Context: an optimization exercise on an open-source flow, tuned for a short achievable clock period and few clock cycles. The choices shown serve that exercise and are no tape-out recipe.
The RTL was checked by simulation tests, not by an equivalence proof against the original design.

== the reference run ==
// reconstrutor_caminho
module reconstrutor_caminho
#(
  parameter int unsigned ADDR_WIDTH   = reconstrutor_caminho_pkg::ADDR_WIDTH_PADRAO,
  parameter int unsigned MAX_PASSOS   = reconstrutor_caminho_pkg::MAX_PASSOS_PADRAO,
  parameter int unsigned PASSOS_WIDTH = reconstrutor_caminho_pkg::largura_passos(MAX_PASSOS)
) (
  input  logic                    clk,
  input  logic                    rst,
  input  logic                    anterior_wr_en_in,
  input  logic [ADDR_WIDTH-1:0]   anterior_wr_addr_in,
  input  logic [ADDR_WIDTH-1:0]   anterior_wr_data_in,
  input  logic                    iniciar_in,
  input  logic [ADDR_WIDTH-1:0]   fonte_in,
  input  logic [ADDR_WIDTH-1:0]   destino_in,
  input  logic                    ordem_direta_in,
  output logic [ADDR_WIDTH-1:0]   caminho_data_out,
  output logic                    caminho_valid_out,
  input  logic                    caminho_ready_in,
  output logic                    caminho_ultimo_out,
  ...
clock: 6.0 ns
lec_check: 0
abc_clock_period_in_ps: 2000
cap_margin: 20
core_margin: 2
core_utilization: 50
place_density: 0.6
setup_slack_margin: 3.5
slew_margin: 20
run.sh (not shown) runs the stock make flow with config.mk's settings and CLKGATE_MAP_FILE= SYNTH_SCRIPT=/design/flow/synth_recipe.tcl, a recipe that flattens the netlist after the stock synthesis.
For the reference run, the flow was terminated by a tool error in 5_1_grt and produced no final design.
Testbench counts of the reference run, summed over its fixed seeds: cycles 53,266.
--- input diff the reference run..the trial run ---
--- a/flow/config.mk
+++ b/flow/config.mk
@@ -9,6 +9,6 @@
 export CAP_MARGIN = 20
 export CORE_MARGIN = 2
-export CORE_UTILIZATION = 50
-export PLACE_DENSITY = 0.6
+export CORE_UTILIZATION = 45
+export PLACE_DENSITY = 0.56
 export SETUP_SLACK_MARGIN = 3.5
 export SLEW_MARGIN = 20
The trial run: it failed with a tool error in 5_1_grt, so there are no final results. FAIL the reference run @ 5_1_grt: tool exited with error. Re fraction of registers with async set or reset after synthesis: no difference whatsoever between the trial run and the reference run. Quantity of gates resized following cts, the trial run vs the reference run: down by more than half. The width of the chip reported for the trial run is greater than that of the reference run by about 5.4%. On synthesized cell count, the reference run and the trial run are neck and neck.


Setup of v33:
reconstrutor_caminho, a different RTL version from the one above (not shown whole).
Size in the first run: ~7900 cells after synthesis, ~2900 flip-flops, ~120000 um^2 of cells after synthesis.
Settings: LEC_CHECK=0, ABC_CLOCK_PERIOD_IN_PS=2000, CAP_MARGIN=20, CORE_MARGIN=2, CORE_UTILIZATION=40, PLACE_DENSITY=0.7, SETUP_SLACK_MARGIN=3.5, SLEW_MARGIN=20, SYNTH_HIERARCHICAL=1, SYNTH_MINIMUM_KEEP_SIZE=0; clock period 6.0 ns.
Testbench counts of v33, summed over its fixed seeds: cycles 52,800.
Modified inputs, v40 compared to v33
-- flow/config.mk --
<<< v33, line 11
export CORE_UTILIZATION = 40
export PLACE_DENSITY = 0.7
export SETUP_SLACK_MARGIN = 3.5
>>> v40, line 11
export CORE_UTILIZATION = 40
export SETUP_SLACK_MARGIN = 3.5
Findings:
Both conditions hold for v40: the flow ran to the end and the final layout passed the timing, DRC and antenna checks.
Reported for v33 and v40, number of nets with antenna violations after detailed routing turned out identical to the last digit.
dfxtp_4 as the worst-path cell with the longest stage delay was reported by v40, and edfxtp_1 by v33.
Of v33 and v40, v40 shows the higher total wire length, with v33 below it.
Delta (v40 minus v33): number of buffers inserted by post-CTS setup repair grew by about 16%, minimum setup slack in the final design shrank by 0.014 ns.
### v40 -> v13
-- flow/config.mk --
<<< v40, line 10
export CORE_MARGIN = 2
export CORE_UTILIZATION = 40
export SETUP_SLACK_MARGIN = 3.5
>>> v13, line 10
export CORE_MARGIN = 2
export CORE_UTILIZATION = 65
export PLACE_DENSITY = 0.75
export SETUP_SLACK_MARGIN = 3.5
Notes after the runs:
No stage failed in v13, and the final checks on the layout all came back clean. Summary of the comparison: design area is lower in v13, relative to v40. Lower total inserted antenna cells goes to v40 over v13. Delta (v13 minus v40): worst reg-to-reg path cell count lost 2, share of the cycle needed by the critical path after routing picked up an extra 0.54 points, detailed route wirelength on metal2 -7300 um, final critical delay including setup and external delays went up 0.033 ns, critical path depth decreased 2. v13 ended with more count of clock-buffer cells in the layout than v40. Wire: v13 routes less than v40.


The RTL this note starts from:
==> flow/design.v <==
package reconstrutor_caminho_pkg;
  localparam int unsigned ADDR_WIDTH_PADRAO = 8;
  localparam int unsigned GRADE_LADO        = 8;
  localparam int unsigned MAX_PASSOS_PADRAO = GRADE_LADO * GRADE_LADO;
  function automatic integer largura_passos(input integer max_passos);
    largura_passos = $clog2(max_passos + 1);
  endfunction
endpackage
module rc_ao22i (
  input  logic a0,
  input  logic b0,
  input  logic a1,
  input  logic b1,
  output logic y
);
  assign y = !((a0 && b0) || (a1 && b1));
endmodule
module rc_nand2 (
  input  logic a,
  input  logic b,
  output logic y
);
  assign y = !(a && b);
endmodule
module rc_nor2 (
  input  logic a,
  input  logic b,
  output logic y
);
  assign y = !(a || b);
endmodule
module rc_seleciona #(
  parameter int unsigned N = 256
) (
  input  logic [N-1:0] s,
  input  logic [N-1:0] d,
  output logic         y
);
  localparam int unsigned L = $clog2(N);
  logic [N-2:0] v;
  for (genvar i = 0; i < N / 2; i++) begin : g_folha
    rc_ao22i u (.a0(s[2*i]), .b0(d[2*i]), .a1(s[2*i+1]), .b1(d[2*i+1]), .y(v[i]));
  end
  for (genvar k = 1; k < L; k++) begin : g_nivel
    for (genvar i = 0; i < (N >> (k + 1)); i++) begin : g_no
      if (k % 2 == 1) begin : g_e
        rc_nand2 u (.a(v[N - (N >> (k - 1)) + 2*i]), .b(v[N - (N >> (k - 1)) + 2*i + 1]),
                    .y(v[N - (N >> k) + i]));
      end else begin : g_ou
        rc_nor2 u (.a(v[N - (N >> (k - 1)) + 2*i]), .b(v[N - (N >> (k - 1)) + 2*i + 1]),
                   .y(v[N - (N >> k) + i]));
      end
    end
  end
  assign y = v[N - 2];
endmodule
module reconstrutor_caminho
#(
  parameter int unsigned ADDR_WIDTH   = reconstrutor_caminho_pkg::ADDR_WIDTH_PADRAO,
  parameter int unsigned MAX_PASSOS   = reconstrutor_caminho_pkg::MAX_PASSOS_PADRAO,
  parameter int unsigned PASSOS_WIDTH = reconstrutor_caminho_pkg::largura_passos(MAX_PASSOS)
) (
  input  logic                    clk,
  input  logic                    rst,
  input  logic                    anterior_wr_en_in,
  input  logic [ADDR_WIDTH-1:0]   anterior_wr_addr_in,
  input  logic [ADDR_WIDTH-1:0]   anterior_wr_data_in,
  input  logic                    iniciar_in,
  input  logic [ADDR_WIDTH-1:0]   fonte_in,
  input  logic [ADDR_WIDTH-1:0]   destino_in,
  input  logic                    ordem_direta_in,
  output logic [ADDR_WIDTH-1:0]   caminho_data_out,
  output logic                    caminho_valid_out,
  input  logic                    caminho_ready_in,
  output logic                    caminho_ultimo_out,
  output logic                    ocupado_out,
  output logic                    pronto_out,
  output logic                    erro_out,
  output logic [PASSOS_WIDTH-1:0] comprimento_out
);
  localparam int unsigned AW = ADDR_WIDTH;
  localparam int unsigned NN = 2 ** ADDR_WIDTH;
  localparam int unsigned PW = PASSOS_WIDTH;
  localparam int unsigned HW = AW / 2;
  localparam int unsigned LW = AW - HW;
  logic          r_ocupado;
  logic          r_livre;       
  logic          r_andando;     
  logic          r_direta;
  logic [AW-1:0] r_fonte;
  logic [AW-1:0] r_atual;
  logic [NN-1:0] r_oh;          
  logic [PW-1:0] r_passos;      
  logic          r_valid;
  logic          r_vazio;       
  logic          r_ultimo;
  logic [AW-1:0] r_dado;
  logic [PW-1:0] r_idx;         
  logic          r_pronto;
  logic          r_erro;
  logic [PW-1:0] r_comprimento;
  logic [AW-1:0] r_caminho [MAX_PASSOS+1];
  logic [NN-1:0][AW-1:0] r_tabela;
  logic [NN-1:0]         w_morto;
  logic                  w_escreve;
  logic [NN-1:0]         w_wa_oh;
  assign w_escreve = r_livre && anterior_wr_en_in;
  for (genvar y = 0; y < NN; y++) begin : g_ent
    assign w_wa_oh[y] = (anterior_wr_addr_in[AW-1:LW] == HW'(y >> LW)) &&
                        (anterior_wr_addr_in[LW-1:0] == LW'(y));
    always_ff @(posedge clk) begin
      if (w_escreve && w_wa_oh[y]) begin
        r_tabela[y] <= anterior_wr_data_in;
      end
    end
    assign w_morto[y] = (r_tabela[y] == AW'(y));
  end
  logic [AW-1:0] w_prox;
  logic [NN-1:0] w_prox_oh;
  for (genvar y = 0; y < NN; y++) begin : g_dec
    assign w_prox_oh[y] = (w_prox[AW-1:LW] == HW'(y >> LW)) &&
                          (w_prox[LW-1:0] == LW'(y));
  end
  logic [AW-1:0] w_pred;        
  for (genvar b = 0; b < AW; b++) begin : g_le
    logic [NN-1:0] w_col;
    for (genvar y = 0; y < NN; y++) begin : g_y
      assign w_col[y] = r_tabela[y][b];
    end
    rc_seleciona #(.N(NN)) u_le (.s(r_oh), .d(w_col), .y(w_pred[b]));
  end
  logic w_fonte, w_fim_morto;   
  assign w_fonte     = (r_atual == r_fonte);
  logic w_atual_morto;
  rc_seleciona #(.N(NN)) u_morto (.s(r_oh), .d(w_morto), .y(w_atual_morto));
  assign w_fim_morto = w_atual_morto || (r_passos == PW'(MAX_PASSOS));
  logic w_avanca;               
  assign w_avanca = r_vazio || caminho_ready_in;
  assign w_prox = r_livre ? destino_in : w_pred;
  always_ff @(posedge clk) begin
    if (r_livre || (r_andando && (r_direta || w_avanca))) begin
      r_oh    <= w_prox_oh;
      r_atual <= w_prox;
    end
  end
  always_ff @(posedge clk) begin
    r_pronto <= 1'b0;
    if (rst) begin
      r_ocupado     <= 1'b0;
      r_livre       <= 1'b1;
      r_andando     <= 1'b0;
      r_valid       <= 1'b0;
      r_vazio       <= 1'b1;
      r_erro        <= 1'b0;
      r_comprimento <= '0;
    end else if (r_livre) begin
      if (iniciar_in) begin
        r_ocupado <= 1'b1;
        r_livre   <= 1'b0;
        r_andando <= 1'b1;
        r_direta  <= ordem_direta_in;
        r_fonte   <= fonte_in;
        r_passos  <= '0;
      end
    end else if (r_andando && r_direta) begin
      r_caminho[r_passos] <= r_atual;
      r_passos <= r_passos + PW'(1);
      r_dado   <= r_fonte;
      r_ultimo <= (r_passos == '0);
      r_idx    <= r_passos - PW'(1);
      if (w_fonte) begin
        r_andando     <= 1'b0;
        r_valid       <= 1'b1;
        r_vazio       <= 1'b0;
        r_erro        <= 1'b0;
        r_comprimento <= r_passos + PW'(1);
      end else if (w_fim_morto) begin
        r_andando <= 1'b0;
        r_erro    <= 1'b1;
        r_ocupado <= 1'b0;
        r_livre   <= 1'b1;
      end
    end else if (r_andando) begin
      if (w_avanca) begin
        r_dado   <= r_atual;
        r_ultimo <= w_fonte;
        r_passos <= r_passos + PW'(1);
        if (w_fonte) begin
          r_andando     <= 1'b0;
          r_valid       <= 1'b1;
          r_vazio       <= 1'b0;
          r_erro        <= 1'b0;
          r_comprimento <= r_passos + PW'(1);
        end else if (w_fim_morto) begin
          r_andando <= 1'b0;
          r_valid   <= 1'b0;
          r_vazio   <= 1'b1;
          r_erro    <= 1'b1;
          r_ocupado <= 1'b0;
          r_livre   <= 1'b1;
        end else begin
          r_valid <= 1'b1;
          r_vazio <= 1'b0;
        end
      end
    end else if (caminho_ready_in) begin
      if (r_ultimo) begin
        r_valid   <= 1'b0;
        r_vazio   <= 1'b1;
        r_ocupado <= 1'b0;
        r_livre   <= 1'b1;
        r_pronto  <= 1'b1;
      end else begin
        r_dado   <= r_caminho[r_idx];
        r_ultimo <= (r_idx == '0);
        r_idx    <= r_idx - PW'(1);
      end
    end
  end
  assign caminho_data_out   = r_dado;
  assign caminho_valid_out  = r_valid;
  assign caminho_ultimo_out = r_ultimo;
  assign ocupado_out        = r_ocupado;
  assign pronto_out         = r_pronto;
  assign erro_out           = r_erro;
  assign comprimento_out    = r_comprimento;
endmodule
Settings: LEC_CHECK=0, ABC_CLOCK_PERIOD_IN_PS=2000, CAP_MARGIN=20, CORE_MARGIN=2, CORE_UTILIZATION=65, PLACE_DENSITY=0.75, SETUP_SLACK_MARGIN=3.5, SLEW_MARGIN=20, SYNTH_HIERARCHICAL=1, SYNTH_MINIMUM_KEEP_SIZE=0; clock period 6.0 ns.
Testbench counts at the start, summed over its fixed seeds: cycles 53,266.
Change:
Settings changed: CORE_UTILIZATION 65 to 40, PLACE_DENSITY 0.75 to not set.
Non-clock buffer count went down by 25. Worst setup slack gets better by 0.21 ns.

==> separate check: timing with driven ports <==
How much do the figures lean on ideal ports? The routed layouts below were timed once more, with nothing changed but the port constraints.
Step 1, drivers: a clkbuf_16 drives clk and a buf_2 each remaining input, both assumed.
Step 2 times the ports against the registers' clock, not the clock port: input delays grow and output delays shrink by t, the midpoint of the rising clock arrivals with the driver on.
Slacks: ideal ports / drivers / drivers and shift; pairs: ideal ports / drivers.
run | t (ns) | setup WS [ns] | worst hold slack (ns) | clock arrival spread, ns | slew at the worst register clock pin (ns)
v33 | 0.928 | 2.875 / 2.875 / 2.215 | 0.468 / 0.468 / 0.468 | 0.103 / 0.103 | 0.07 / 0.07
v40 | 0.979 | 2.861 / 2.861 / 2.183 | 0.463 / 0.463 / 0.463 | 0.083 / 0.083 | 0.07 / 0.07
v13 | 1.019 | 2.829 / 2.829 / 2.194 | 0.470 / 0.470 / 0.470 | 0.054 / 0.055 | 0.07 / 0.07
the first run of note 3 | 1.041 | 2.574 / 2.574 / 2.077 | 0.532 / 0.532 / 0.532 | 0.062 / 0.062 | 0.08 / 0.08
the second run of note 3 | 0.936 | 2.784 / 2.784 / 2.412 | 0.506 / 0.506 / 0.506 | 0.096 / 0.096 | 0.07 / 0.07
After both steps setup and hold are still met in every run listed. The setup slack of v40, which loses most, moves by 0.000 ns with the drivers and by -0.678 ns with both steps.
